Source: an optimization exercise on an open RTL-to-GDS flow (aim: small area). Production flows keep margins and buffers that such runs may drop. Function was checked by simulation only, so behaviour that the tests miss may differ from the original. Power figures rest on the tool's default switching activity, not on a simulated workload.

==> design/flow/standard.sh <==
#!/bin/bash
# synth_recipe.tcl (not shown) runs the flow's synth.tcl, then flattens the netlist and writes it again
# the make line also repeats each setting of config.mk as NAME=value (left out here)
make -C /OpenROAD-flow-scripts/flow DESIGN_CONFIG=/design/flow/config.mk WORK_HOME=/design/flow/orfs CLKGATE_MAP_FILE= SYNTH_SCRIPT=/design/flow/synth_recipe.tcl "${@:-finish}"
==> design/flow/config.mk <==
export PLATFORM = sky130hd
export DESIGN_NAME = apb_slave
export DESIGN_NICKNAME = apb_slave
export VERILOG_FILES = /design/flow/design.v
export SDC_FILE = /design/flow/constraint.sdc
export NUM_CORES = 4
export LEC_CHECK = 0
export CAP_MARGIN = 15
export CORE_MARGIN = 2
export CORE_UTILIZATION = 55
export GPL_TIMING_DRIVEN = 0
export PLACE_DENSITY = 0.65
export SETUP_SLACK_MARGIN = 0.2
export SLEW_MARGIN = 15
export SYNTH_HIERARCHICAL = 1
==> design/flow/constraint.sdc <==
create_clock -name core_clock -period 5.0 [get_ports {Hclk}]
set_input_delay 1.0000 -clock core_clock [delete_from_list [all_inputs] [get_ports {Hclk}]]
set_output_delay 1.0000 -clock core_clock [all_outputs]
set_load 0.01 [all_outputs]
==> design/flow/design.v <==
package apb_slave_pkg;
  localparam int DEPTH     = 16;
  localparam int NUM_BANKS = 3;
  localparam int DATA_W    = 32;
  localparam int ADDR_W    = 32;
  localparam int CNT_W     = 16;
  localparam int IDX_LSB   = 2;
  localparam int IDX_MSB   = 5;
  localparam int NUM_RINGS = NUM_BANKS * DEPTH / 2;
  function automatic logic addr_ok(input logic [ADDR_W-1:0] addr);
    addr_ok = (addr[IDX_LSB-1:0] == '0) && (addr[ADDR_W-1:IDX_MSB+1] == '0);
  endfunction
endpackage
module apb_reg_bank (
  input  logic [15:0] from_slot1,
  input  logic        hold,
  input  logic [15:0] wdata,
  input  logic        ins,
  output logic [15:0] nxt
);
  for (genvar b = 0; b < 16; b++) begin : g_bit
    apb_oai22 u_bit (.a0 (from_slot1[b]), .a1 (ins), .b0 (wdata[b]), .b1 (hold), .y (nxt[b]));
  end
endmodule
module apb_oai22 (
  input  logic a0,
  input  logic a1,
  input  logic b0,
  input  logic b1,
  output logic y
);
  assign y = !((a0 || a1) && (b0 || b1));
endmodule
module apb_rd_bit (
  input  logic [47:0] sel,
  input  logic [47:0] bits,
  input  logic        fwd_sel,
  input  logic        fwd_bit,
  output logic        y
);
  logic [15:0] t_n;
  logic [3:0]  g;
  logic        q;
  for (genvar i = 0; i < 16; i++) begin : g_aoi
    apb_aoi222 u_aoi (
      .a (sel[3*i+2:3*i]),
      .b (bits[3*i+2:3*i]),
      .y (t_n[i])
    );
  end
  for (genvar i = 0; i < 4; i++) begin : g_nand
    apb_nand4 u_nand (.a (t_n[4*i+3:4*i]), .y (g[i]));
  end
  assign q = |g;
  apb_mux2i u_out (.s (fwd_sel), .a0 (q), .a1 (fwd_bit), .y (y));
endmodule
module apb_mux2i (
  input  logic s,
  input  logic a0,
  input  logic a1,
  output logic y
);
  assign y = !(s ? a1 : a0);
endmodule
module apb_aoi222 (
  input  logic [2:0] a,
  input  logic [2:0] b,
  output logic       y
);
  assign y = !(|(a & b));
endmodule
module apb_nand4 (
  input  logic [3:0] a,
  output logic       y
);
  assign y = !(&a);
endmodule
module apb_xmux (
  input  logic s,
  input  logic a0,
  input  logic a1,
  input  logic x,
  output logic y
);
  logic m_n;
  apb_mux2i u_m (.s (s), .a0 (a0), .a1 (a1), .y (m_n));
  assign y = x ^ m_n;
endmodule
module apb_ring_ctl (
  input  logic a,
  input  logic b,
  input  logic clear,
  output logic ins,
  output logic hold
);
  assign ins  = clear || (a && b);
  assign hold = !(a && b && !clear);
endmodule
module apb_nor2 (
  input  logic a,
  input  logic b,
  output logic y
);
  assign y = !(a || b);
endmodule
module apb_prd_next (
  input  logic y,
  input  logic pol,
  input  logic clr,
  output logic d
);
  assign d = !clr && (y ^ pol);
endmodule
module apb_slave #(
  parameter int DEPTH     = apb_slave_pkg::DEPTH,
  parameter int NUM_BANKS = apb_slave_pkg::NUM_BANKS
) (
  input  logic                 Hclk,
  input  logic                 Hreset,
  input  logic [NUM_BANKS-1:0] Pselx,
  input  logic                 Penable,
  input  logic                 Pwrite,
  input  logic [31:0]          Paddr,
  input  logic [31:0]          Pwdata,
  output logic [31:0]          Prdata,
  output logic                 proto_err,
  output logic [15:0]          wr_count,
  output logic [15:0]          rd_count
);
  localparam int NR = apb_slave_pkg::NUM_RINGS;
  logic                 setup_good_q, setup_bad_q;
  logic [NUM_BANKS-1:0] cap_sel_q;
  logic [3:0]           cap_idx_q;
  logic                 cap_write_q;
  logic                 ph_q;       
  logic                 inv_q;      
  logic                 rst_q;      
  logic                 pend_q;     
  logic [31:0]          pwdata_q;   
  logic [NR-1:0][31:0]  slot0, slot1, nxt0;
  logic sel, setup, addr_good, bad_now, start, match, commit, err_d;
  logic wr_commit, wr_now, wr_ins, clear, rd_slot1, inv_d, rd_inv, rd_fwd;
  logic [31:0] wdata;
  logic [1:0][NR-1:0] rd_s0, rd_s1;
  assign sel       = |Pselx;
  assign setup     = setup_good_q | setup_bad_q;
  assign addr_good = apb_slave_pkg::addr_ok(Paddr);
  assign bad_now   = !$onehot(Pselx) || !addr_good;
  assign start     = !setup && sel && !Penable;
  assign match     = Penable && (Pselx == cap_sel_q) && addr_good
                     && (Paddr[5:2] == cap_idx_q) && (Pwrite == cap_write_q);
  assign commit    = setup_good_q && match;
  assign err_d     = (!setup && sel && Penable) || setup_bad_q
                     || (setup_good_q && !match);
  assign wr_commit = commit && cap_write_q;
  assign wr_now    = wr_commit && (cap_idx_q[0] ^ ph_q);
  assign wr_ins    = wr_now || pend_q;
  assign clear     = Hreset || rst_q;
  assign inv_d     = !Hreset && (inv_q ^ ph_q);
  logic [1:0][31:0] wdata_c;
  for (genvar c = 0; c < 2; c++) begin : g_wcopy
    for (genvar b = 0; b < 32; b++) begin : g_wdata
      apb_xmux u_w (.s (pend_q), .a0 (Pwdata[b]), .a1 (pwdata_q[b]), .x (inv_d), .y (wdata_c[c][b]));
    end
  end
  assign wdata = wdata_c[1];
  logic [NUM_BANKS-1:0] wr_bank;
  logic [7:0]           wr_idx;
  assign wr_bank = {NUM_BANKS{wr_ins}} & cap_sel_q;
  always_comb
    for (int k = 0; k < 8; k++) wr_idx[k] = (cap_idx_q[3:1] == 3'(k));
  logic [1:0][NR-1:0] ins_c, hold_c;
  for (genvar c = 0; c < 2; c++) begin : g_ccopy
    for (genvar j = 0; j < NR; j++) begin : g_ctl
      apb_ring_ctl u_ctl (
        .a     (wr_bank[j / 8]),
        .b     (wr_idx[j % 8]),
        .clear (clear),
        .ins   (ins_c[c][j]),
        .hold  (hold_c[c][j])
      );
    end
  end
  for (genvar j = 0; j < NR; j++) begin : g_ring
for (genvar h = 0; h < 2; h++) begin : g_half
      apb_reg_bank u_ins (
        .from_slot1 (slot1[j][16*h +: 16]),
        .hold       (hold_c[h][j]),
        .wdata      (wdata_c[j / (NR / 2)][16*h +: 16]),
        .ins        (ins_c[h][j]),
        .nxt        (nxt0[j][16*h +: 16])
      );
    end
  end
  always_ff @(posedge Hclk) begin
    slot0 <= nxt0;
    slot1 <= slot0;
  end
  assign rd_slot1 = Paddr[2] ^ ph_q;
  assign rd_fwd   = rd_slot1 && pend_q && (Pselx == cap_sel_q) && (Paddr[5:2] == cap_idx_q);
  assign rd_inv   = rd_slot1 ? !inv_d : inv_q;
  logic [NUM_BANKS-1:0][1:0] rd_bank_n;
  logic [7:0]                rd_idx_n;
  for (genvar n = 0; n < NUM_BANKS; n++) begin : g_rbank
    assign rd_bank_n[n][0] = !(Pselx[n] && !rd_slot1);
    assign rd_bank_n[n][1] = !(Pselx[n] && rd_slot1);
  end
  for (genvar k = 0; k < 8; k++) begin : g_ridx
    assign rd_idx_n[k] = !(Paddr[5:3] == 3'(k));
  end
  for (genvar c = 0; c < 2; c++) begin : g_scopy
    for (genvar j = 0; j < NR; j++) begin : g_rsel
      apb_nor2 u_s0 (.a (rd_bank_n[j / 8][0]), .b (rd_idx_n[j % 8]), .y (rd_s0[c][j]));
      apb_nor2 u_s1 (.a (rd_bank_n[j / 8][1]), .b (rd_idx_n[j % 8]), .y (rd_s1[c][j]));
    end
  end
  logic [31:0] rd_data_n;
  logic [1:0][2*NR-1:0] rd_sel;
  for (genvar c = 0; c < 2; c++) begin : g_selc
    for (genvar j = 0; j < NR; j++) begin : g_sel
      assign rd_sel[c][2*j]   = rd_s0[c][j];
      assign rd_sel[c][2*j+1] = rd_s1[c][j];
    end
  end
  for (genvar b = 0; b < 32; b++) begin : g_rd
    logic [2*NR-1:0] bits;
    for (genvar j = 0; j < NR; j++) begin : g_w
      assign bits[2*j]   = slot0[j][b];
      assign bits[2*j+1] = slot1[j][b];
    end
    apb_rd_bit u_rd (
      .sel  (rd_sel[b / 16]),
      .bits (bits),
      .fwd_sel (rd_fwd),
      .fwd_bit (wdata[b]),
      .y    (rd_data_n[b])
    );
  end
  logic        prd_clr, prd_en, rd_pol;
  logic [31:0] prd_d;
  assign prd_clr = Hreset || rst_q || bad_now;
  assign prd_en  = Hreset || rst_q || (start && !Pwrite);
  assign rd_pol  = !rd_inv;
  for (genvar b = 0; b < 32; b++) begin : g_prd
    apb_prd_next u_n (.y (rd_data_n[b]), .pol (rd_pol), .clr (prd_clr), .d (prd_d[b]));
  end
  always_ff @(posedge Hclk) begin
    if (prd_en) Prdata <= prd_d;
  end
  always_ff @(posedge Hclk) begin
    rst_q    <= Hreset;
    pwdata_q <= Pwdata;
    cap_sel_q   <= Pselx;
    cap_idx_q   <= Paddr[5:2];
    cap_write_q <= Pwrite;
    if (Hreset) begin
      ph_q         <= 1'b0;
      inv_q        <= 1'b0;
      setup_good_q <= 1'b0;
      setup_bad_q  <= 1'b0;
      pend_q       <= 1'b0;
      proto_err    <= 1'b0;
      wr_count     <= '0;
      rd_count     <= '0;
    end else begin
      ph_q         <= !ph_q;
      inv_q        <= inv_d;
      setup_good_q <= start && !bad_now;
      setup_bad_q  <= start && bad_now;
      pend_q       <= wr_commit && !(cap_idx_q[0] ^ ph_q);
      proto_err    <= err_d;
      if (commit) begin
        if (cap_write_q) begin
          if (wr_count != '1) wr_count <= wr_count + 1'b1;
        end else begin
          if (rd_count != '1) rd_count <= rd_count + 1'b1;
        end
      end
    end
  end
endmodule
==> design/flow/flow/run.sh <==
#!/bin/bash
# The standard layout (standard.sh): the standard synthesis unchanged,
# then the layout steps with layout-only options passed to the ORFS make:
# synthesis buffers removed at floorplan, the largest buffers kept out of
# the resizer's repairs, and CTS with clusters of at most 18 flip-flops per
# clkbuf_8 and no dummy loads.
# make's output goes to flow_synth.log and flow_make.log in this folder;
# ORFS's per-step logs are copied to flow_logs/.
set -o pipefail
bash standard.sh synth > flow_synth.log 2>&1 || { cp -r orfs/logs flow_logs; exit 1; }
bash standard.sh \
  REMOVE_ABC_BUFFERS=1 \
  "DONT_USE_CELLS=sky130_fd_sc_hd__probe_p_8 sky130_fd_sc_hd__probec_p_8 sky130_fd_sc_hd__lpflow_bleeder_1 sky130_fd_sc_hd__lpflow_clkbufkapwr_1 sky130_fd_sc_hd__lpflow_clkbufkapwr_16 sky130_fd_sc_hd__lpflow_clkbufkapwr_2 sky130_fd_sc_hd__lpflow_clkbufkapwr_4 sky130_fd_sc_hd__lpflow_clkbufkapwr_8 sky130_fd_sc_hd__lpflow_clkinvkapwr_1 sky130_fd_sc_hd__lpflow_clkinvkapwr_16 sky130_fd_sc_hd__lpflow_clkinvkapwr_2 sky130_fd_sc_hd__lpflow_clkinvkapwr_4 sky130_fd_sc_hd__lpflow_clkinvkapwr_8 sky130_fd_sc_hd__lpflow_decapkapwr_12 sky130_fd_sc_hd__lpflow_decapkapwr_3 sky130_fd_sc_hd__lpflow_decapkapwr_4 sky130_fd_sc_hd__lpflow_decapkapwr_6 sky130_fd_sc_hd__lpflow_decapkapwr_8 sky130_fd_sc_hd__lpflow_inputiso0n_1 sky130_fd_sc_hd__lpflow_inputiso0p_1 sky130_fd_sc_hd__lpflow_inputiso1n_1 sky130_fd_sc_hd__lpflow_inputiso1p_1 sky130_fd_sc_hd__lpflow_inputisolatch_1 sky130_fd_sc_hd__lpflow_isobufsrc_1 sky130_fd_sc_hd__lpflow_isobufsrc_16 sky130_fd_sc_hd__lpflow_isobufsrc_2 sky130_fd_sc_hd__lpflow_isobufsrc_4 sky130_fd_sc_hd__lpflow_isobufsrc_8 sky130_fd_sc_hd__lpflow_isobufsrckapwr_16 sky130_fd_sc_hd__lpflow_lsbuf_lh_hl_isowell_tap_1 sky130_fd_sc_hd__lpflow_lsbuf_lh_hl_isowell_tap_2 sky130_fd_sc_hd__lpflow_lsbuf_lh_hl_isowell_tap_4 sky130_fd_sc_hd__lpflow_lsbuf_lh_isowell_4 sky130_fd_sc_hd__lpflow_lsbuf_lh_isowell_tap_1 sky130_fd_sc_hd__lpflow_lsbuf_lh_isowell_tap_2 sky130_fd_sc_hd__lpflow_lsbuf_lh_isowell_tap_4  sky130_fd_sc_hd__buf_12 sky130_fd_sc_hd__buf_16 sky130_fd_sc_hd__bufbuf_16 sky130_fd_sc_hd__bufbuf_8 sky130_fd_sc_hd__buf_8" \
  "CTS_ARGS=-sink_clustering_enable -repair_clock_nets -buf_list sky130_fd_sc_hd__clkbuf_8 -sink_clustering_size 18 -sink_clustering_max_diameter 50 -dont_use_dummy_load" \
  finish > flow_make.log 2>&1
rc=$?
cp -r orfs/logs flow_logs 2>/dev/null
exit $rc
==> qor.yml, run 1 <==
cpMaxStageDelayCell: "nor2_2"
path_clk_slew_ns: 0.11
post-synth-top-area-cell: "dfxtp_1"
nets: 4173
overflow: 0
hold_viol_final: 0
drtIter0Drc: 5749
ant_nets: 0
dieArea_um2: 91400
ys.flop_type: "dfxtp_1"
max_stage_delay_ns: 1.09
grtUsageTotal: 0.328
arrival_ns: 5.15
wl_met2_um: 66800
dr.pass1.iters: 10
ctsResizeCount: 0
post_cts_buffers: 0
worst_pin_slew_ns: 1.29
cts.htree.levels: 4
mostFrequentLayoutCells: "dfxtp_1, o22ai_1, a222oi_1, nand4_1, clkbuf_8"
finClkSkew_ns: 0.0798
grt_pass1_wl_um: 228000
end_kind: "flop"
finalCritPeriodShare: 0.914
io_pins: 136
antenna_found_initial: 6
synthToLayoutAreaGrowth_pct: 12.0
p_per_area_nw_per_um2: 411
drive_gt1_frac: 0.0888
post-route-util: 0.621
synth_enable_flop_cells: 32
cp-start-kind: "primary input"
ys_top_cells_by_area: "dfxtp_1, a222oi_1, o22ai_1"
async_flop_share: 0
io_buffer_count: 135
nFillCells: 7151
status: "no timing/DRC/antenna violations"
final_common_cell: "dfxtp_1"
synth_area_per_cell_um2: 13.0
rsz0062_at_grt: "false"
ir_worst_vdd_mv: 0.271
ys_ff_latch: 1647
hold_class: "reg2reg"
highest_layer: "met5"
fin_area_um2: 54900
grt_pass1_vias: 36200
row_count: 109
relSlewSlack: 0.130
slew_viol_final: 0
viasPerCell: 7.10
crit_type: "in2reg"
ys_seq_area_frac: 0.680
cts_made_buffers: 136
die_h_um: 302
insertion_delay_ns: 0.85
min_period_ns: 4.57
cts-hold-fix-buffers: 0
crit_chain: "clkdlybuf4s25_1 -> xnor2_1 -> nand2_1 -> nor2_2 -> a222oi_1 -> nand4_1 -> or4_1 -> mux2i_1 -> xnor2_1 -> nor2_1"
worstPathRequired_ns: 5.57
wirelength_um: 153000
dpl.hpwl_um: 97700
grt_start_max_net_pins: 96
dr_wl_met3_um: 14900
finalSetupViolations: 0
placed_area_um2: 52900
synthesis.area_um2: 49000
postSynthCellCount: 3774
ys.warnings.count: 7
cap_violations: 0
globalplace.congestion: 0.869
synth_top_area_share: 0.660
crit_top_cell: "xnor2_1"
drt-met1-wl_um: 64300
yosysUniqueCellTypes: 56
cts_root_buffer: "clkbuf_8"
wl_per_cell_um: 29.1
cts.path.max_buffers: 3
p_leak_uw: 0.0197
fp.dieW_um: 302
vias: 37400
start_util: 0.554
path_max_fanout: 16
clock-sinks: 1647
fmax_ghz: 0.219
core_um2: 88400
cts_tree: "yes"
drc: 0
==> through the flow <==
stage | power, uW | hold WS [ns] | instances | worst slack (ns) | setup TNS, ns
finish | 22500 | 0.263 | 5264 | 0.428 | 0
CTS | 22600 | 0.261 | 5257 | 0.577 | 0
detailed placement | 16300 | 0.335 | 5121 | -0.303 | -11.81
global route | 23300 | 0.273 | 5263 | 0.330 | 0
global placement | 16200 | 0.331 | 5054 | -7.07 | -4949.35
floorplan | 15500 | 0.330 | 3754 | -1.50 | -773.35
==> synth_stat cells, types with 4 or more instances <==
cell type,n
nand3_1,17
and4_1,7
nor3_1,6
and3_1,6
a222oi_1,512
nor3b_1,6
inv_1,9
o31ai_1,21
nor2_1,147
xor2_1,72
nor2b_1,8
a21o_1,49
edfxtp_1,32
dfxtp_1,1615
mux2i_1,96
buf_2,5
a21oi_1,26
o21ai_0,6
nor4_1,10
xnor2_1,34
mux2_2,4
nand4_1,140
or4_1,54
nand2_1,21
nand3b_1,52
clkbuf_1,13
o22ai_1,768
==> sequential cells by signal, summed over array words and instances (netlist names) <==
signal / flops
rst_q: 1
rd_count: 16
wr_count: 16
setup_bad_q: 1
Prdata: 32
proto_err: 1
setup_good_q: 1
ph_q: 1
cap_sel_q: 3
inv_q: 1
pend_q: 1
cap_write_q: 1
slot0: 768
cap_idx_q: 4
pwdata_q: 32
slot1: 768
==> routing by layer <==
layer,GRT usage,vias to the layer above
li1,-,16500
met1,0.459,18600
met2,0.489,1981
met3,0.0667,332
met4,0.159,8
met5,0,-
==> modules after synthesis, one instance, submodules excluded, a selection <==
module,copies in the design,area [um^2]
apb_prd_next,32,12.5
apb_xmux,64,8.76
apb_oai22,768,6.26
apb_aoi222,512,10.0
apb_slave,1,35000
apb_ring_ctl,48,15.0
apb_nand4,128,6.26
==> area by class of cell <==
| class | instances | area [um^2] | area share |
|---|---|---|---|
| Sequential cell | 1647 | 33300 | 0.607 |
| Multi-Input combinational cell | 2098 | 16100 | 0.293 |
| Timing Repair Buffer | 207 | 2120 | 0.0387 |
| Clock buffer | 136 | 1870 | 0.0341 |
| Tap cell | 1165 | 1460 | 0.0266 |
| Inverter | 9 | 36.3 | 0.000661 |
| Antenna cell | 2 | 5.00 | 0.0000912 |
==> report_power, final <==
group / internal, uW / switching, uW / total, uW
sequential: 13900 / 375 / 14300
clock: 2440 / 4050 / 6480
combinational: 596 / 1180 / 1780
total: 16900 / 5600 / 22500
==> cells by family (layout without fill, tap and decap cells) <==
family                     count (synthesis)  count (layout)  synth area share
DFF                                     1647            1647             0.680
AOI/OAI and AO/OA                       1392            1392             0.218
and+or+nand+nor                          495             495            0.0585
xor gates and xnor gates                 107             107            0.0193
muxes                                    101             101            0.0208
buffers and inverters                     29             352           0.00258
adders and majority gates                  3               3          0.000920
other                                      0               2                 0
==> final timing paths <==
check / depth (start not counted) / from / slack, ns / end
min: 0 / slot0[26] / 0.26 / slot1[26]
max: 10 / Paddr[2] / 0.43 / Prdata[18]
min reg2reg: 0 / slot0[26] / 0.26 / slot1[26]
max reg2reg: 9 / ph_q / 0.58 / Prdata[13]
==> worst max-delay path, delay by kind of cell <==
kind	cells	cell delay, ns
simple gates	5	2.46
xor+xnor	2	0.91
mux	1	0.08
compound gates	1	0.30
buf+inv	1	0.35
==> inputs of run 2 (changes only) <==
--- a/design/flow/flow/run.sh
+++ b/design/flow/flow/run.sh
@@ -3,7 +3,7 @@
 # then the layout steps with layout-only options passed to the ORFS make:
 # synthesis buffers removed at floorplan, the largest buffers kept out of
 # the resizer's repairs, and CTS with clusters of at most 18 flip-flops per
-# clkbuf_8 and no dummy loads.
+# clkbuf_8 and no dummy loads; ports buffered with buf_1.
 # make's output goes to flow_synth.log and flow_make.log in this folder;
 # ORFS's per-step logs are copied to flow_logs/.
 set -o pipefail
@@ -12,6 +12,7 @@
   REMOVE_ABC_BUFFERS=1 \
   "DONT_USE_CELLS=sky130_fd_sc_hd__probe_p_8 sky130_fd_sc_hd__probec_p_8 sky130_fd_sc_hd__lpflow_bleeder_1 sky130_fd_sc_hd__lpflow_clkbufkapwr_1 sky130_fd_sc_hd__lpflow_clkbufkapwr_16 sky130_fd_sc_hd__lpflow_clkbufkapwr_2 sky130_fd_sc_hd__lpflow_clkbufkapwr_4 sky130_fd_sc_hd__lpflow_clkbufkapwr_8 sky130_fd_sc_hd__lpflow_clkinvkapwr_1 sky130_fd_sc_hd__lpflow_clkinvkapwr_16 sky130_fd_sc_hd__lpflow_clkinvkapwr_2 sky130_fd_sc_hd__lpflow_clkinvkapwr_4 sky130_fd_sc_hd__lpflow_clkinvkapwr_8 sky130_fd_sc_hd__lpflow_decapkapwr_12 sky130_fd_sc_hd__lpflow_decapkapwr_3 sky130_fd_sc_hd__lpflow_decapkapwr_4 sky130_fd_sc_hd__lpflow_decapkapwr_6 sky130_fd_sc_hd__lpflow_decapkapwr_8 sky130_fd_sc_hd__lpflow_inputiso0n_1 sky130_fd_sc_hd__lpflow_inputiso0p_1 sky130_fd_sc_hd__lpflow_inputiso1n_1 sky130_fd_sc_hd__lpflow_inputiso1p_1 sky130_fd_sc_hd__lpflow_inputisolatch_1 sky130_fd_sc_hd__lpflow_isobufsrc_1 sky130_fd_sc_hd__lpflow_isobufsrc_16 sky130_fd_sc_hd__lpflow_isobufsrc_2 sky130_fd_sc_hd__lpflow_isobufsrc_4 sky130_fd_sc_hd__lpflow_isobufsrc_8 sky130_fd_sc_hd__lpflow_isobufsrckapwr_16 sky130_fd_sc_hd__lpflow_lsbuf_lh_hl_isowell_tap_1 sky130_fd_sc_hd__lpflow_lsbuf_lh_hl_isowell_tap_2 sky130_fd_sc_hd__lpflow_lsbuf_lh_hl_isowell_tap_4 sky130_fd_sc_hd__lpflow_lsbuf_lh_isowell_4 sky130_fd_sc_hd__lpflow_lsbuf_lh_isowell_tap_1 sky130_fd_sc_hd__lpflow_lsbuf_lh_isowell_tap_2 sky130_fd_sc_hd__lpflow_lsbuf_lh_isowell_tap_4  sky130_fd_sc_hd__buf_12 sky130_fd_sc_hd__buf_16 sky130_fd_sc_hd__bufbuf_16 sky130_fd_sc_hd__bufbuf_8 sky130_fd_sc_hd__buf_8" \
   "CTS_ARGS=-sink_clustering_enable -repair_clock_nets -buf_list sky130_fd_sc_hd__clkbuf_8 -sink_clustering_size 18 -sink_clustering_max_diameter 50 -dont_use_dummy_load" \
+  "BUFFER_PORTS_ARGS=-buffer_cell sky130_fd_sc_hd__buf_1" \
   finish > flow_make.log 2>&1
 rc=$?
 cp -r orfs/logs flow_logs 2>/dev/null
==> design/flow/config.mk (replaced) <==
export PLATFORM = sky130hd
export DESIGN_NAME = apb_slave
export DESIGN_NICKNAME = apb_slave
export VERILOG_FILES = /design/flow/design.v
export SDC_FILE = /design/flow/constraint.sdc
export NUM_CORES = 4
export LEC_CHECK = 0
export CAP_MARGIN = 10
export CORE_MARGIN = 2
export CORE_UTILIZATION = 55
export GPL_TIMING_DRIVEN = 0
export PLACE_DENSITY = 0.65
export SETUP_SLACK_MARGIN = 0.1
export SLEW_MARGIN = 10
export SYNTH_HIERARCHICAL = 1
==> run 2 against run 1 <==
  * Still clean on timing, DRC and antenna
  * Wire length down 0.46%
  * Synthesized cell count unchanged
  * Worst setup slack worse by 0.014 ns
  * Critical path type is now reg2reg
  * Largest power group unchanged
==> qor.yml, run 2 <==
status: "no timing/DRC/antenna violations"  # unchanged
cts_made_buffers: 135  # was 136
arrival_ns: 5.12  # was 5.15 ns
worst_pin_slew_ns: 1.35  # was 1.29 ns
ir_worst_vdd_mv: 0.284  # was 0.271 mV
dr.pass1.iters: 10  # unchanged
min_period_ns: 4.59  # was 4.57 ns
antenna_found_initial: 8  # was 6
ys.warnings.count: 7  # unchanged
post_cts_buffers: 0  # unchanged
post-synth-top-area-cell: "dfxtp_1"  # unchanged
synthesis.area_um2: 49000  # unchanged
synthToLayoutAreaGrowth_pct: 9.87  # was 12.0%
clock-sinks: 1647  # unchanged
row_count: 109  # unchanged
overflow: 0  # unchanged
core_um2: 88400  # unchanged
drc: 0  # unchanged
cts_tree: "yes"  # unchanged
ant_nets: 0  # unchanged
finalSetupTns_ns: 0  # unchanged
async_flop_share: 0  # unchanged
globalplace.congestion: 0.846  # was 0.869
postSynthCellCount: 3774  # unchanged
p_per_area_nw_per_um2: 417  # was 411 nW/um^2
ys_top_cells_by_area: "dfxtp_1, a222oi_1, o22ai_1"  # unchanged
grtUsageTotal: 0.325  # was 0.328
io_pins: 136  # unchanged
start_util: 0.554  # unchanged
viasPerCell: 7.13  # was 7.10
grt_start_max_net_pins: 97  # was 96
cp-start-kind: "flop"  # was primary input
synth_top_area_share: 0.660  # unchanged
die_h_um: 302  # unchanged
wl_per_cell_um: 29.1  # about the same
finalSetupViolations: 0  # unchanged
ctsResizeCount: 0  # unchanged
cap_violations: 0  # unchanged
cts.htree.levels: 4  # unchanged
nets: 4157  # was 4173
wirelength_um: 153000  # about the same
yosysUniqueCellTypes: 56  # unchanged
finClkSkew_ns: 0.0747  # was 0.0798 ns
yosysMostFrequentCell: "dfxtp_1"  # unchanged
dpl.hpwl_um: 95900  # was 97700 um
ys_seq_area_frac: 0.680  # unchanged
p_leak_uw: 0.0194  # was 0.0197 uW
insertion_delay_ns: 0.84  # was 0.85 ns
fin_area_um2: 53800  # was 54900 um^2
slew_viol_final: 0  # unchanged
path_clk_slew_ns: 0.10  # was 0.11 ns
worstPathRequired_ns: 5.53  # was 5.57 ns
synth_area_per_cell_um2: 13.0  # unchanged
end_kind: "flop"  # unchanged
placed_area_um2: 51900  # was 52900 um^2
drtIter0Drc: 6140  # was 5749
hold_class: "reg2reg"  # unchanged
fp.dieW_um: 302  # unchanged
mostFrequentLayoutCells: "dfxtp_1, o22ai_1, a222oi_1, nand4_1, clkbuf_8"  # unchanged
grt_pass1_vias: 36200  # about the same
cts.path.max_buffers: 3  # unchanged
dieArea_um2: 91400  # unchanged
ys_ff_latch: 1647  # unchanged
top_regs: "slot0 x768, slot1 x768"  # unchanged
fmax_ghz: 0.218  # was 0.219 GHz
relSlewSlack: 0.0953  # was 0.130
crit_type: "reg2reg"  # was in2reg
yosys-top-cells-count: "dfxtp_1, o22ai_1, a222oi_1"  # unchanged
finalCritPeriodShare: 0.917  # was 0.914
p_total_uw: 22500  # about the same
cts_root_buffer: "clkbuf_8"  # unchanged
vias: 37400  # about the same
path_max_fanout: 16  # unchanged
hold-worst-slack_ns: 0.302  # was 0.263 ns
rsz0062_at_grt: "false"  # unchanged
drive_gt1_frac: 0.0833  # was 0.0888
final_common_cell: "dfxtp_1"  # unchanged
cts-hold-fix-buffers: 0  # unchanged
grt_pass1_wl_um: 225000  # was 228000 um
synth_enable_flop_cells: 32  # unchanged
ys.flop_type: "dfxtp_1"  # unchanged
hold_viol_final: 0  # unchanged
nFillCells: 7198  # was 7151
io_buffer_count: 135  # unchanged
## run 2: changes by cell type in the layout (fill, tap and decap cells not counted), moves of 3 or more
cell and delta:
buf_1 +134, buf_6 -14, clkdlybuf4s25_1 -134, diode_2 +3
xor2_1 +7, xor2_2 -7
## run 2: modules after synthesis, one instance, submodules excluded, excerpt
| module | flip-flops and latches | cell area [um^2] | cells |
|---|---|---|---|
| apb_nor2 | 0 | 3.75 | 1 |
| apb_xmux | 0 | 8.76 | 1 |
| apb_aoi222 | 0 | 10.0 | 1 |
| apb_mux2i | 0 | 10.0 | 1 |
| apb_rd_bit | 0 | 7.51 | 1 |
| apb_ring_ctl | 0 | 15.0 | 2 |
| apb_oai22 | 0 | 6.26 | 1 |
| apb_slave | 1647 | 35000 | 1918 |
| apb_prd_next | 0 | 12.5 | 2 |
## run 2: area by class of cell
class	count	area (um^2)	share of cell area
multi-input cells	2098	16000	0.298
well taps	1165	1460	0.0271
flip-flops and latches	1647	33300	0.619
inverters	9	36.3	0.000674
diodes	5	12.5	0.000233
repair buffers	192	1120	0.0209
clock buffers	135	1860	0.0345
## run 2: worst paths after layout
kind / startpoint / to / slack (ns) / cells after the start
max: ph_q / Prdata[18] / 0.41 / 9
min: slot0[53] / slot1[53] / 0.30 / 0
max reg2reg: ph_q / Prdata[18] / 0.41 / 9
min reg2reg: slot0[53] / slot1[53] / 0.30 / 0
## run 2: worst max-delay path, stage by stage (launching register included)
cell      delay (ns)
dfxtp_1         0.51
xor2_1          0.45
nand2_1         0.81
nor2_2          0.99
a222oi_1        0.26
nand4_1         0.30
or4_1           0.17
mux2i_1         0.07
xnor2_1         0.60
nor2_1          0.09
## run 2: power by group
part	total (uW)	internal [uW]	switching (uW)	leakage (uW)
Clock	6450	2420	4030	0.000971
Sequential	14300	13900	374	0.0138
Combinational	1740	555	1180	0.00463
Total	22500	16900	5590	0.0194
## run 2: through the flow
stage	setup slack (ns)	instances	util
floorplan	-1.50	3754	-
global placement	-6.61	5054	0.575
detailed placement	-0.229	5110	0.587
CTS	0.485	5245	0.608
global route	0.283	5249	0.609
finish	0.414	5251	0.609
## run 2: metal layers
metal | vias up | share of wire | track usage
met5 | - | 0.00052 | 0
met4 | 12 | 0.046 | 0.158
met3 | 324 | 0.10 | 0.0602
met2 | 2153 | 0.43 | 0.485
met1 | 18500 | 0.42 | 0.456
li1 | 16500 | - | -
## run 2: cells by family after synthesis
kind of cell / share of synthesized area
muxes: 0.0208
and+or+nand+nor: 0.0585
AOI/OAI and AO/OA: 0.218
DFF: 0.680
xor gates and xnor gates: 0.0193
buffers and inverters: 0.00258
adders and majority gates: 0.000920
==> inputs of run 3 (changes only) <==
==> design/flow/flow/run.sh (replaced) <==
#!/bin/bash
# The standard layout (standard.sh): the standard synthesis unchanged,
# then the layout steps with layout-only options passed to the ORFS make:
# synthesis buffers removed at floorplan, the largest buffers kept out of
# the resizer's repairs, and CTS with clusters of at most 20 flip-flops per
# clkbuf_8 and no dummy loads; ports buffered with buf_1.
# make's output goes to flow_synth.log and flow_make.log in this folder;
# ORFS's per-step logs are copied to flow_logs/.
set -o pipefail
bash standard.sh synth > flow_synth.log 2>&1 || { cp -r orfs/logs flow_logs; exit 1; }
bash standard.sh \
  REMOVE_ABC_BUFFERS=1 \
  "DONT_USE_CELLS=sky130_fd_sc_hd__probe_p_8 sky130_fd_sc_hd__probec_p_8 sky130_fd_sc_hd__lpflow_bleeder_1 sky130_fd_sc_hd__lpflow_clkbufkapwr_1 sky130_fd_sc_hd__lpflow_clkbufkapwr_16 sky130_fd_sc_hd__lpflow_clkbufkapwr_2 sky130_fd_sc_hd__lpflow_clkbufkapwr_4 sky130_fd_sc_hd__lpflow_clkbufkapwr_8 sky130_fd_sc_hd__lpflow_clkinvkapwr_1 sky130_fd_sc_hd__lpflow_clkinvkapwr_16 sky130_fd_sc_hd__lpflow_clkinvkapwr_2 sky130_fd_sc_hd__lpflow_clkinvkapwr_4 sky130_fd_sc_hd__lpflow_clkinvkapwr_8 sky130_fd_sc_hd__lpflow_decapkapwr_12 sky130_fd_sc_hd__lpflow_decapkapwr_3 sky130_fd_sc_hd__lpflow_decapkapwr_4 sky130_fd_sc_hd__lpflow_decapkapwr_6 sky130_fd_sc_hd__lpflow_decapkapwr_8 sky130_fd_sc_hd__lpflow_inputiso0n_1 sky130_fd_sc_hd__lpflow_inputiso0p_1 sky130_fd_sc_hd__lpflow_inputiso1n_1 sky130_fd_sc_hd__lpflow_inputiso1p_1 sky130_fd_sc_hd__lpflow_inputisolatch_1 sky130_fd_sc_hd__lpflow_isobufsrc_1 sky130_fd_sc_hd__lpflow_isobufsrc_16 sky130_fd_sc_hd__lpflow_isobufsrc_2 sky130_fd_sc_hd__lpflow_isobufsrc_4 sky130_fd_sc_hd__lpflow_isobufsrc_8 sky130_fd_sc_hd__lpflow_isobufsrckapwr_16 sky130_fd_sc_hd__lpflow_lsbuf_lh_hl_isowell_tap_1 sky130_fd_sc_hd__lpflow_lsbuf_lh_hl_isowell_tap_2 sky130_fd_sc_hd__lpflow_lsbuf_lh_hl_isowell_tap_4 sky130_fd_sc_hd__lpflow_lsbuf_lh_isowell_4 sky130_fd_sc_hd__lpflow_lsbuf_lh_isowell_tap_1 sky130_fd_sc_hd__lpflow_lsbuf_lh_isowell_tap_2 sky130_fd_sc_hd__lpflow_lsbuf_lh_isowell_tap_4  sky130_fd_sc_hd__buf_12 sky130_fd_sc_hd__buf_16 sky130_fd_sc_hd__bufbuf_16 sky130_fd_sc_hd__bufbuf_8 sky130_fd_sc_hd__buf_8" \
  "CTS_ARGS=-sink_clustering_enable -repair_clock_nets -buf_list sky130_fd_sc_hd__clkbuf_8 -sink_clustering_size 20 -sink_clustering_max_diameter 50 -dont_use_dummy_load" \
  "BUFFER_PORTS_ARGS=-buffer_cell sky130_fd_sc_hd__buf_1" \
  finish > flow_make.log 2>&1
rc=$?
cp -r orfs/logs flow_logs 2>/dev/null
exit $rc
==> design/flow/config.mk (replaced) <==
export PLATFORM = sky130hd
export DESIGN_NAME = apb_slave
export DESIGN_NICKNAME = apb_slave
export VERILOG_FILES = /design/flow/design.v
export SDC_FILE = /design/flow/constraint.sdc
export NUM_CORES = 4
export LEC_CHECK = 0
export CAP_MARGIN = 15
export CORE_MARGIN = 2
export CORE_UTILIZATION = 60
export GPL_TIMING_DRIVEN = 0
export PLACE_DENSITY = 0.7
export SETUP_SLACK_MARGIN = 0.1
export SLEW_MARGIN = 15
export SYNTH_HIERARCHICAL = 1
==> run 3 against run 2 <==
  * Still clean
  * Combinational power grew 2%
  * Sequential share of layout area grew 0.19 points
  * First-iteration DRC count grew 7.1%
  * Clock skew grew 0.013 ns
  * Global-route usage grew 1.7 points
  * Largest power group unchanged
==> qor.yml, run 3 <==
fmax_ghz: 0.215  # was 0.218 GHz
relSlewSlack: 0.153  # was 0.0953
grt_pass1_vias: 35400  # was 36200
drc: 0  # unchanged
async_flop_share: 0  # unchanged
nets: 4151  # was 4157
post-synth-top-area-cell: "dfxtp_1"  # unchanged
synth_area_per_cell_um2: 13.0  # unchanged
worstPathRequired_ns: 5.53  # about the same
cpMaxStageDelayCell: "nand2_1"  # was nor2_2
cts_tree: "yes"  # unchanged
mostFrequentLayoutCells: "dfxtp_1, o22ai_1, a222oi_1, nand4_1"  # was dfxtp_1, o22ai_1, a222oi_1, nand4_1, clkbuf_8
cts.path.max_buffers: 3  # unchanged
post_cts_buffers: 0  # unchanged
ys_seq_area_frac: 0.680  # unchanged
path_clk_slew_ns: 0.12  # was 0.10 ns
globalplace.congestion: 0.855  # was 0.846
core_um2: 80700  # was 88400 um^2
worst_pin_slew_ns: 1.27  # was 1.35 ns
top_regs: "slot0 x768, slot1 x768"  # unchanged
max_stage_delay_ns: 0.86  # was 0.99 ns
ctsResizeCount: 0  # unchanged
yosysMostFrequentCell: "dfxtp_1"  # unchanged
clock-sinks: 1647  # unchanged
postSynthCellCount: 3774  # unchanged
drive_gt1_frac: 0.0815  # was 0.0833
hold_viol_final: 0  # unchanged
vias: 37500  # was 37400
wirelength_um: 148000  # was 153000 um
seqCellArea_um2: 33300  # unchanged
synth_top_area_share: 0.660  # unchanged
yosys-top-cells-count: "dfxtp_1, o22ai_1, a222oi_1"  # unchanged
grt_start_max_net_pins: 77  # was 97
hold_class: "reg2reg"  # unchanged
p_leak_uw: 0.0193  # was 0.0194 uW
final_common_cell: "dfxtp_1"  # unchanged
crit_type: "reg2reg"  # unchanged
drtIter0Drc: 6575  # was 6140
end_kind: "flop"  # unchanged
cp-start-kind: "flop"  # unchanged
dpl.hpwl_um: 95400  # was 95900 um
ys.warnings.count: 7  # unchanged
io_pins: 136  # unchanged
slew_viol_final: 0  # unchanged
dr.pass1.iters: 9  # was 10
crit_chain: "xor2_1 -> nand2_1 -> nor2_1 -> a222oi_1 -> nand4_1 -> or4_1 -> mux2i_1 -> xnor2_1 -> nor2_1"  # was xor2_1 -> nand2_1 -> nor2_2 -> a222oi_1 -> nand4_1 -> or4_1 -> mux2i_1 -> xnor2_1 -> nor2_1
viasPerCell: 7.30  # was 7.13
ys.flop_type: "dfxtp_1"  # unchanged
path_max_fanout: 16  # unchanged
rsz0062_at_grt: "false"  # unchanged
status: "no timing/DRC/antenna violations"  # unchanged
p_per_area_nw_per_um2: 418  # was 417 nW/um^2
synth_enable_flop_cells: 32  # unchanged
hold-worst-slack_ns: 0.291  # was 0.302 ns
row_count: 104  # was 109
min_period_ns: 4.64  # was 4.59 ns
multi_input_area_um2: 16100  # was 16000 um^2
synthToLayoutAreaGrowth_pct: 9.53  # was 9.87%
finalCritPeriodShare: 0.928  # was 0.917
io_buffer_count: 135  # unchanged
ys_ff_latch: 1647  # unchanged
fp.dieW_um: 290  # was 302 um
wl_per_cell_um: 28.7  # was 29.1 um
yosysUniqueCellTypes: 56  # unchanged
reg2reg_slack_ns: 0.36  # was 0.41 ns
arrival_ns: 5.17  # was 5.12 ns
nFillCells: 6247  # was 7198
grtUsageTotal: 0.342  # was 0.325
ir_worst_vdd_mv: 0.263  # was 0.284 mV
crit_top_cell: "nor2_1"
cap_violations: 0  # unchanged
cts_made_buffers: 134  # was 135
ant_nets: 0  # unchanged
finClkSkew_ns: 0.0873  # was 0.0747 ns
grt_pass1_wl_um: 219000  # was 225000 um
finalSetupTns_ns: 0  # unchanged
start_util: 0.607  # was 0.554
cts_root_buffer: "clkbuf_8"  # unchanged
overflow: 0  # unchanged
cts.htree.levels: 4  # unchanged
dieArea_um2: 83900  # was 91400 um^2
antenna_found_initial: 7  # was 8
cts-hold-fix-buffers: 0  # unchanged
finalSetupViolations: 0  # unchanged
ys_top_cells_by_area: "dfxtp_1, a222oi_1, o22ai_1"  # unchanged
insertion_delay_ns: 0.83  # was 0.84 ns
die_h_um: 290  # was 302 um
synthesis.area_um2: 49000  # unchanged
[run 3: layer usage]
metal / wire length, um / vias to the layer above / track usage
met3: 17000 / 290 / 0.0773
met1: 63600 / 18600 / 0.503
met4: 3570 / 8 / 0.102
met5: 110 / - / 0.00739
met2: 63200 / 2175 / 0.503
li1: - / 16400 / -
[run 3: path summary, 6_finish.rpt]
kind                      to       start  cells past startpoint
setup / recovery  Prdata[26]        ph_q                      9
hold / removal    slot1[673]  slot0[673]                      0
setup reg to reg  Prdata[26]        ph_q                      9
hold reg to reg   slot1[673]  slot0[673]                      0
[run 3: where the power goes]
part           internal [uW]  switching (uW)
combinational            579            1200
clock                   2410            3980
sequential             13900             377
total                  16900            5560
[run 3: worst max-delay path: cells and delay by family (launching register included)]
kind	cells	cell delay [ns]
AO/OA/AOI/OAI	1	0.83
multiplexers	1	0.19
XOR/XNOR	2	0.36
flip-flops	1	0.51
AND/OR/NAND/NOR	5	2.44
[run 3: modules after synthesis, one instance, submodules excluded, a selection]
module	area, um^2	flip-flops and latches	copies in the design
apb_aoi222	10.0	0	512
apb_slave	35000	1647	1
apb_prd_next	12.5	0	32
apb_ring_ctl	15.0	0	48
apb_nor2	3.75	0	96
apb_mux2i	10.0	0	96
apb_nand4	6.26	0	128
apb_rd_bit	7.51	0	32
apb_xmux	8.76	0	64
apb_oai22	6.26	0	768
[run 3: metrics by stage]
stage | area, um^2 | power [uW] | cells | worst slack (ns) | utilization
2_1_floorplan | 48900 | 15500 | 3754 | -1.50 | -
3_3_place_gp | 50700 | 16100 | 4949 | -7.04 | 0.629
3_5_place_dp | 51600 | 16200 | 4997 | -0.0153 | 0.640
4_1_cts | 53500 | 22400 | 5131 | 0.699 | 0.663
5_1_grt | 53600 | 23200 | 5136 | 0.302 | 0.665
6_report | 53600 | 22400 | 5136 | 0.359 | 0.665
[run 3: layout make-up]
| class | instances | share of cell area |
|---|---|---|
| diodes | 1 | 0.0000466 |
| clock buffers | 134 | 0.0344 |
| inverters | 9 | 0.000676 |
| multi-input cells | 2098 | 0.300 |
| flip-flops and latches | 1647 | 0.621 |
| well taps | 1060 | 0.0247 |
| repair buffers | 187 | 0.0194 |
[run 3: cells by family (layout without fill, tap and decap cells)]
kind of cell               Yosys count  in the layout  share of synthesized area
other                                0              1                          0
muxes                              101            101                     0.0208
adders and majority gates            3              3                   0.000920
AOI/OAI and AO/OA                 1392           1392                      0.218
and+or+nand+nor                    495            495                     0.0585
buffers and inverters               29            330                    0.00258
DFF                               1647           1647                      0.680
xor gates and xnor gates           107            107                     0.0193
==> inputs of run 4 (changes only) <==
--- a/design/flow/config.mk
+++ b/design/flow/config.mk
@@ -5,11 +5,11 @@
 export SDC_FILE = /design/flow/constraint.sdc
 export NUM_CORES = 4
 export LEC_CHECK = 0
-export CAP_MARGIN = 15
+export CAP_MARGIN = 10
 export CORE_MARGIN = 2
 export CORE_UTILIZATION = 60
 export GPL_TIMING_DRIVEN = 0
 export PLACE_DENSITY = 0.7
 export SETUP_SLACK_MARGIN = 0.1
-export SLEW_MARGIN = 15
+export SLEW_MARGIN = 10
 export SYNTH_HIERARCHICAL = 1
==> run 4 against run 3 <==
  * Worst setup slack improved by 0.048 ns
  * Wire length increased by 0.28%
  * Sequential cell count unchanged
  * The layout now fails its checks (antenna rules)
  * Critical path depth unchanged
  * Combinational power about the same
  * Global-route usage about the same
  * Count of clock-buffer cells in the layout unchanged
  * Final cell count increased by 0.19%
  * Critical path type is now in2reg
  * Fmax increased by 1.1%
==> qor.yml, run 4 <==
status: "failed layout checks"  # was no timing/DRC/antenna violations
failed_checks: "antenna rules"
rsz0062_at_grt: "false"  # unchanged
nets: 4149  # was 4151
seqCellArea_um2: 33300  # unchanged
io_buffer_count: 135  # unchanged
cts_tree: "yes"  # unchanged
async_flop_share: 0  # unchanged
yosys-top-cells-count: "dfxtp_1, o22ai_1, a222oi_1"  # unchanged
ir_worst_vdd_mv: 0.283  # was 0.263 mV
fp.dieW_um: 290  # unchanged
grt_util_met3: 0.0999  # was 0.0773
io_pins: 136  # unchanged
worst_pin_slew_ns: 1.37  # was 1.27 ns
use_met2: 0.501  # was 0.503
cap_violations: 0  # unchanged
ys_seq_area_frac: 0.680  # unchanged
crit_type: "in2reg"  # was reg2reg
worstPathRequired_ns: 5.53  # about the same
synth_top_area_share: 0.660  # unchanged
power_frac_clock: 0.285  # about the same
path_max_fanout: 16  # unchanged
top_usage_layer: "met2"  # was met1
comb_power_share: 0.079  # about the same
crit_top_cell: "nor2_1"  # unchanged
swShare: 0.248  # about the same
crit_chain: "buf_1 -> nand3b_1 -> nor2_1 -> a222oi_1 -> nand4_1 -> or4_1 -> mux2i_1 -> xnor2_1 -> nor2_1"  # was xor2_1 -> nand2_1 -> nor2_1 -> a222oi_1 -> nand4_1 -> or4_1 -> mux2i_1 -> xnor2_1 -> nor2_1
fmax_ghz: 0.218  # was 0.215 GHz
synthesis.area_um2: 49000  # unchanged
viasPerCell: 7.27  # was 7.30
post-route-util: 0.664  # was 0.665
min_period_ns: 4.59  # was 4.64 ns
cts-hold-fix-buffers: 0  # unchanged
synth_area_per_cell_um2: 13.0  # unchanged
ys.flop_type: "dfxtp_1"  # unchanged
seq_power_share: 0.636  # about the same
dieArea_um2: 83900  # unchanged
arrival_ns: 5.12  # was 5.17 ns
wirelength_um: 148000  # about the same
overflow: 0  # unchanged
cp.depth: 9  # unchanged
die_h_um: 290  # unchanged
cp-start-kind: "primary input"  # was flop
reg2regPathDepth: 9  # unchanged
drive_gt1_frac: 0.0761  # was 0.0815
relSlewSlack: 0.0801  # was 0.153
grt_pass1_wl_um: 220000  # was 219000 um
postSynthCellCount: 3774  # unchanged
finClkSkew_ns: 0.0909  # was 0.0873 ns
row_count: 104  # unchanged
synth_enable_flop_cells: 32  # unchanged
finalCritPeriodShare: 0.919  # was 0.928
drc: 0  # unchanged
max_stage_delay_ns: 1.45  # was 0.86 ns
internal_power_uw: 16900  # about the same
multi_input_area_um2: 16000  # was 16100 um^2
ys.warnings.count: 7  # unchanged
hold_class: "reg2reg"  # unchanged
top_regs: "slot0 x768, slot1 x768"  # unchanged
globalplace.congestion: 0.855  # unchanged
grt_start_max_net_pins: 77  # unchanged
path_buf_inv: 1  # was 0
clock-sinks: 1647  # unchanged
post_cts_buffers: 0  # unchanged
mostFrequentLayoutCells: "dfxtp_1, o22ai_1, a222oi_1, nand4_1"  # unchanged
critPathTopFamily: "simple AND/OR/NAND/NOR gates"  # unchanged
grtUsageTotal: 0.342  # about the same
wl_per_cell_um: 28.7  # about the same
cts.path.max_buffers: 3  # unchanged
p_per_area_nw_per_um2: 419  # was 418 nW/um^2
cts_made_buffers: 134  # unchanged
post-synth-top-area-cell: "dfxtp_1"  # unchanged
slew_viol_final: 0  # unchanged
hold_viol_final: 0  # unchanged
ant_nets: 1  # was 0
cpMaxStageDelayCell: "nor2_1"  # was nand2_1
p_leak_uw: 0.0193  # about the same
end_kind: "flop"  # unchanged
dpl.hpwl_um: 95100  # was 95400 um
p_total_uw: 22400  # about the same
vias: 37400  # was 37500
nFillCells: 6248  # was 6247
insertion_delay_ns: 0.83  # about the same
antenna_found_initial: 9  # was 7
cts_root_buffer: "clkbuf_8"  # unchanged
core_um2: 80700  # unchanged
hold_depth: 0  # unchanged
start_util: 0.607  # unchanged
dr.pass1.iters: 9  # unchanged
p_sw_uw: 5560  # about the same
ctsResizeCount: 0  # unchanged
final_common_cell: "dfxtp_1"  # unchanged
finalSetupViolations: 0  # unchanged
cts.htree.levels: 4  # unchanged
ys_ff_latch: 1647  # unchanged
path_clk_slew_ns: 0.10  # was 0.12 ns
yosysUniqueCellTypes: 56  # unchanged
yosysMostFrequentCell: "dfxtp_1"  # unchanged
synthToLayoutAreaGrowth_pct: 9.39  # was 9.53%
grt_pass1_vias: 35600  # was 35400
met1_usage: 0.496  # was 0.503
drtIter0Drc: 6113  # was 6575
ys_top_cells_by_area: "dfxtp_1, a222oi_1, o22ai_1"  # unchanged
[run 4: cell counts after synthesis]
No cell type changed its count.
[run 4: final cells by class]
type | instances | area share
clock buffers | 134 | 0.0344
well taps | 1060 | 0.0248
repair buffers | 185 | 0.0196
diodes | 13 | 0.000607
multi-input cells | 2098 | 0.298
flip-flops and latches | 1647 | 0.621
inverters | 9 | 0.000677
[run 4: logic make-up after synthesis]
kind of cell	Yosys count	synth area share
AO/OA/AOI/OAI	1392	0.218
XOR/XNOR	107	0.0193
adder cells (fa/ha/maj)	3	0.000920
buffers and inverters	29	0.00258
flip-flops	1647	0.680
multiplexers	101	0.0208
AND/OR/NAND/NOR	495	0.0585
[run 4: routing by layer]
layer	up-vias	share of wire	wire length (um)
li1	16500	-	-
met1	18500	0.43	63200
met2	2190	0.43	63100
met3	276	0.12	18100
met4	12	0.023	3450
met5	-	0.00044	65
[run 4: power groups by stage]
| stage | Combinational [uW] | Sequential (uW) | Clock [uW] |
|---|---|---|---|
| after global routing | 1840 | 14300 | 6950 |
| after CTS | 1700 | 14300 | 6460 |
| after global placement | 1590 | 14500 | 0 |
| after detailed placement | 1690 | 14600 | 0 |
| after floorplan | 1000 | 14500 | 0 |
| final | 1770 | 14300 | 6390 |
[run 4: path summary, 6_finish.rpt]
kind	start	end	slack [ns]
hold reg to reg	slot0[183]	slot1[183]	0.29
hold / removal	slot0[183]	slot1[183]	0.29
setup reg to reg	ph_q	Prdata[22]	0.44
setup / recovery	Paddr[4]	Prdata[14]	0.41
[run 4: stage by stage]
stage | hold WS [ns] | setup TNS (ns) | setup slack [ns] | area (um^2) | instances
after floorplan | 0.330 | -773.35 | -1.50 | 48900 | 3754
after global placement | 0.331 | -4480.25 | -7.04 | 50700 | 4949
after detailed placement | 0.335 | -0.249 | -0.122 | 51500 | 4995
after CTS | 0.282 | 0 | 0.680 | 53400 | 5129
after global routing | 0.308 | 0 | 0.348 | 53500 | 5134
final | 0.295 | 0 | 0.407 | 53600 | 5146
[run 4: modules after synthesis (local to each module, per instance), excerpt]
module	flip-flops and latches	cell area [um^2]	copies in the design	cells
apb_oai22	0	6.26	768	1
apb_xmux	0	8.76	64	1
apb_mux2i	0	10.0	96	1
apb_nand4	0	6.26	128	1
apb_ring_ctl	0	15.0	48	2
apb_nor2	0	3.75	96	1
apb_rd_bit	0	7.51	32	1
apb_slave	1647	35000	1	1918
apb_prd_next	0	12.5	32	2
apb_aoi222	0	10.0	512	1
==> inputs of run 5 (changes only) <==
==> design/flow/run.sh (new file) <==
#!/bin/bash
# synth_recipe.tcl (not shown) runs the flow's synth.tcl, then flattens the netlist and writes it again
# the make line also repeats each setting of config.mk as NAME=value (left out here)
make -C /OpenROAD-flow-scripts/flow DESIGN_CONFIG=/design/flow/config.mk WORK_HOME=/design/flow/orfs CLKGATE_MAP_FILE= SYNTH_SCRIPT=/design/flow/synth_recipe.tcl finish
==> design/flow/config.mk (replaced) <==
export PLATFORM = sky130hd
export DESIGN_NAME = apb_slave
export DESIGN_NICKNAME = apb_slave
export VERILOG_FILES = /design/flow/design.v
export SDC_FILE = /design/flow/constraint.sdc
export NUM_CORES = 4
export LEC_CHECK = 0
export CAP_MARGIN = 15
export CORE_MARGIN = 2
export CORE_UTILIZATION = 55
export CTS_BUF_LIST = sky130_fd_sc_hd__clkbuf_8
export CTS_CLUSTER_DIAMETER = 50
export CTS_CLUSTER_SIZE = 18
export GPL_TIMING_DRIVEN = 0
export PLACE_DENSITY = 0.65
export SETUP_SLACK_MARGIN = 0.2
export SLEW_MARGIN = 15
export SYNTH_HIERARCHICAL = 1
removed: design/flow/flow/run.sh
removed: design/flow/standard.sh
==> run 5 against run 4 <==
  * The run now finishes clean
  * Final cell count up 4.6%
  * Clock power up 31%
  * Power up 9.1%
  * Critical endpoint is now Prdata[5]
  * Largest cell class unchanged
  * Non-clock buffer count up 41
  * Via count up 0.68%
  * Sequential share of layout area down 3.3 points
  * Sequential cell count unchanged
==> qor.yml, run 5 <==
synthesis.area_um2: 49000  # unchanged
ir_worst_vdd_mv: 0.348  # was 0.283 mV
hold_viol_final: 0  # unchanged
vias: 37700  # was 37400
finClkSkew_ns: 0.0299  # was 0.0909 ns
finalCritPeriodShare: 0.955  # was 0.919
path_clk_slew_ns: 0.10  # about the same
synth_top_area_share: 0.660  # unchanged
final_common_cell: "dfxtp_1"  # unchanged
end_kind: "flop"  # unchanged
wirelength_um: 154000  # was 148000 um
worst_pin_slew_ns: 1.32  # was 1.37 ns
start_util: 0.554  # was 0.607
layout.cells.non_filler: 5383  # was 5146
cp-start-kind: "primary input"  # unchanged
insertion_delay_ns: 0.85  # was 0.83 ns
reg2reg_slack_ns: 0.70  # was 0.44 ns
cts-hold-fix-buffers: 0  # unchanged
ys_seq_area_frac: 0.680  # unchanged
async_flop_share: 0  # unchanged
layout_setup_ws_ns: 0.223  # was 0.407 ns
synthToLayoutAreaGrowth_pct: 15.5  # was 9.39%
cts_root_buffer: "clkbuf_8"  # unchanged
fp.dieW_um: 302  # was 290 um
dieArea_um2: 91400  # was 83900 um^2
ant_nets: 0  # was 1
dpl.cell_count: 5143  # was 4995
rr_endpoint: "Prdata[5]"  # was Prdata[22]
dr.pass1.iters: 11  # was 9
rsz0062_at_grt: "false"  # unchanged
drive_gt1_frac: 0.110  # was 0.0761
status: "no timing/DRC/antenna violations"  # was failed layout checks
wl_per_cell_um: 28.6  # was 28.7 um
fmax_ghz: 0.209  # was 0.218 GHz
clock-sinks: 1647  # unchanged
finalSetupViolations: 0  # unchanged
hold_depth: 0  # unchanged
dpl.hpwl_um: 99300  # was 95100 um
grtUsageTotal: 0.328  # was 0.342
min_period_ns: 4.78  # was 4.59 ns
grt_pass1_vias: 36000  # was 35600
grt_pass1_wl_um: 228000  # was 220000 um
reg2regPathDepth: 11  # was 9
cap_violations: 0  # unchanged
yosysUniqueCellTypes: 56  # unchanged
slew_viol_final: 0  # unchanged
path_max_fanout: 12  # was 16
overflow: 0  # unchanged
worstPathRequired_ns: 5.57  # was 5.53 ns
top_regs: "slot0 x768, slot1 x768"  # unchanged
arrival_ns: 5.35  # was 5.12 ns
cts_made_buffers: 136  # was 134
post-place-ws_ns: -0.719  # was -0.122 ns
ys.flop_type: "dfxtp_1"  # unchanged
core_um2: 88400  # was 80700 um^2
yosys-top-cells-count: "dfxtp_1, o22ai_1, a222oi_1"  # unchanged
synth_enable_flop_cells: 32  # unchanged
ys_ff_latch: 1647  # unchanged
row_count: 109  # was 104
p_per_area_nw_per_um2: 433  # was 419 nW/um^2
grt_start_max_net_pins: 88  # was 77
drtIter0Drc: 6646  # was 6113
relSlewSlack: 0.120  # was 0.0801
drc: 0  # unchanged
crit_type: "in2reg"  # unchanged
mostFrequentLayoutCells: "dfxtp_1, o22ai_1, a222oi_1, clkbuf_8, nand4_1"  # was dfxtp_1, o22ai_1, a222oi_1, nand4_1
hold_start: "slot0[230]"  # was slot0[183]
nets: 4192  # was 4149
hold-worst-slack_ns: 0.329  # was 0.295 ns
cts.htree.levels: 4  # unchanged
postSynthCellCount: 3774  # unchanged
cts_tree: "yes"  # unchanged
post-synth-top-area-cell: "dfxtp_1"  # unchanged
cts.path.max_buffers: 3  # unchanged
hold_class: "reg2reg"  # unchanged
ys.warnings.count: 7  # unchanged
ys_top_cells_by_area: "dfxtp_1, a222oi_1, o22ai_1"  # unchanged
die_h_um: 302  # was 290 um
yosysMostFrequentCell: "dfxtp_1"  # unchanged
synth_area_per_cell_um2: 13.0  # unchanged
globalplace.congestion: 0.851  # was 0.855
viasPerCell: 7.00  # was 7.27
worst_r2r_startpoint: "ph_q"  # unchanged
io_pins: 136  # unchanged
io_buffer_count: 135  # unchanged
p_leak_uw: 0.0206  # was 0.0193 uW
antenna_found_initial: 10  # was 9
holdPathEnd: "slot1[230]"  # was slot1[183]
-- run 5: cell counts after synthesis --
No cell type changed its count.
-- run 5: metrics by stage --
stage	util	area, um^2	setup TNS [ns]	power (uW)
final	0.640	56600	0	24500
after global routing	0.640	56500	0	25200
after CTS	0.639	56500	0	24500
after detailed placement	0.604	53400	-19.82	16300
after global placement	0.586	51800	-2229.82	16200
after floorplan	-	49000	0	15500
-- run 5: cell families (layout without fill, tap and decap cells) --
kind of cell,after synthesis,in the layout,share of synthesized area
flops,1647,1647,0.680
compound gates,1392,1392,0.218
simple gates,495,495,0.0585
xor+xnor,107,107,0.0193
mux,101,101,0.0208
buf+inv,29,470,0.00258
fa+ha+maj,3,3,0.000920
other cells,0,3,0
-- run 5: Yosys stat by module (local to each module, per instance), excerpt --
module,cells,copies in the design,area [um^2],flops+latches
apb_slave,1918,1,35000,1647
apb_aoi222,1,512,10.0,0
apb_xmux,1,64,8.76,0
apb_nor2,1,96,3.75,0
apb_rd_bit,1,32,7.51,0
apb_oai22,1,768,6.26,0
apb_mux2i,1,96,10.0,0
apb_prd_next,2,32,12.5,0
-- run 5: critical path: stages --
cell and delay [ns]:
clkdlybuf4s50_1 0.59, buf_6 0.23, nand3b_1 0.90, nor2_2 0.33, buf_6 0.27, a222oi_1 0.38
nand4_1 0.29, or4_1 0.57, mux2i_1 0.52, xnor2_1 0.19, nor2_1 0.08
-- run 5: how the worst max path moves through the flow --
stage	from	end	slack (ns)	cells after the start
after floorplan	pend_q	slot0[512]	0.40	4
after global placement	Pselx[1]	Prdata[4]	-3.11	5
after detailed placement	Hreset	Prdata[5]	-0.72	11
after CTS	Paddr[2]	Prdata[19]	0.27	11
after global routing	Paddr[4]	Prdata[5]	0.21	11
final	Paddr[4]	Prdata[5]	0.22	11
-- run 5: power by group --
part	internal (uW)	switching [uW]	leakage, uW
clock	3740	4600	0.00160
combinational	644	1220	0.00521
sequential	13900	368	0.0138
total	18300	6190	0.0206
-- run 5: area by class of cell --
type | count | area, um^2
Multi-Input combinational cell | 2098 | 16200
Tap cell | 1165 | 1460
Antenna cell | 3 | 7.51
Buffer | 20 | 92.6
Timing Repair Buffer | 206 | 2370
Clock inverter | 85 | 1000
Clock buffer | 150 | 2060
Fill cell | 7010 | 31800
Inverter | 9 | 36.3
Sequential cell | 1647 | 33300
-- run 5: routing by layer --
layer	global-route usage	part of all wire
met1	0.470	0.42
met2	0.490	0.44
met3	0.0748	0.11
met5	0	0.000085
met4	0.109	0.029
-- run 5: what timing repair did --
action,in CTS,in global routing
gates resized for setup,1,6
pin swaps,0,1
setup endpoints to repair,1,22
buffers inserted,0,0

==> port drivers added, routing unchanged <==
The results above use ideal ports. As a check the final layouts listed here were re-extracted and re-timed, cells and wires unchanged. Step 1: set_driving_cell puts a clkbuf_16 on Hclk and a buf_2 on each other input, an assumption about the parent block. Step 2 also shifts input and output timing later by t, the mid clock arrival at the registers, as if the neighbouring blocks saw the same clock. Slacks: ideal / step 1 / step 2; pairs: ideal / step 1.
| run | shift t [ns] | setup WS [ns] | hold slack, ns |
|---|---|---|---|
| run 1 | 0.874 | 0.428 / 0.475 / -0.399 | 0.263 / 0.263 / 0.263 |
| run 2 | 0.873 | 0.414 / 0.414 / -0.335 | 0.302 / 0.281 / 0.302 |
| run 3 | 0.845 | 0.359 / 0.359 / -0.473 | 0.291 / 0.291 / 0.291 |
| run 4 | 0.859 | 0.407 / 0.371 / -0.488 | 0.295 / 0.295 / 0.295 |
| run 5 | 0.903 | 0.223 / 0.268 / -0.635 | 0.329 / 0.329 / 0.329 |
The setup slack of run 4, which loses most, moves by -0.036 ns with the drivers and by -0.895 ns with both steps.
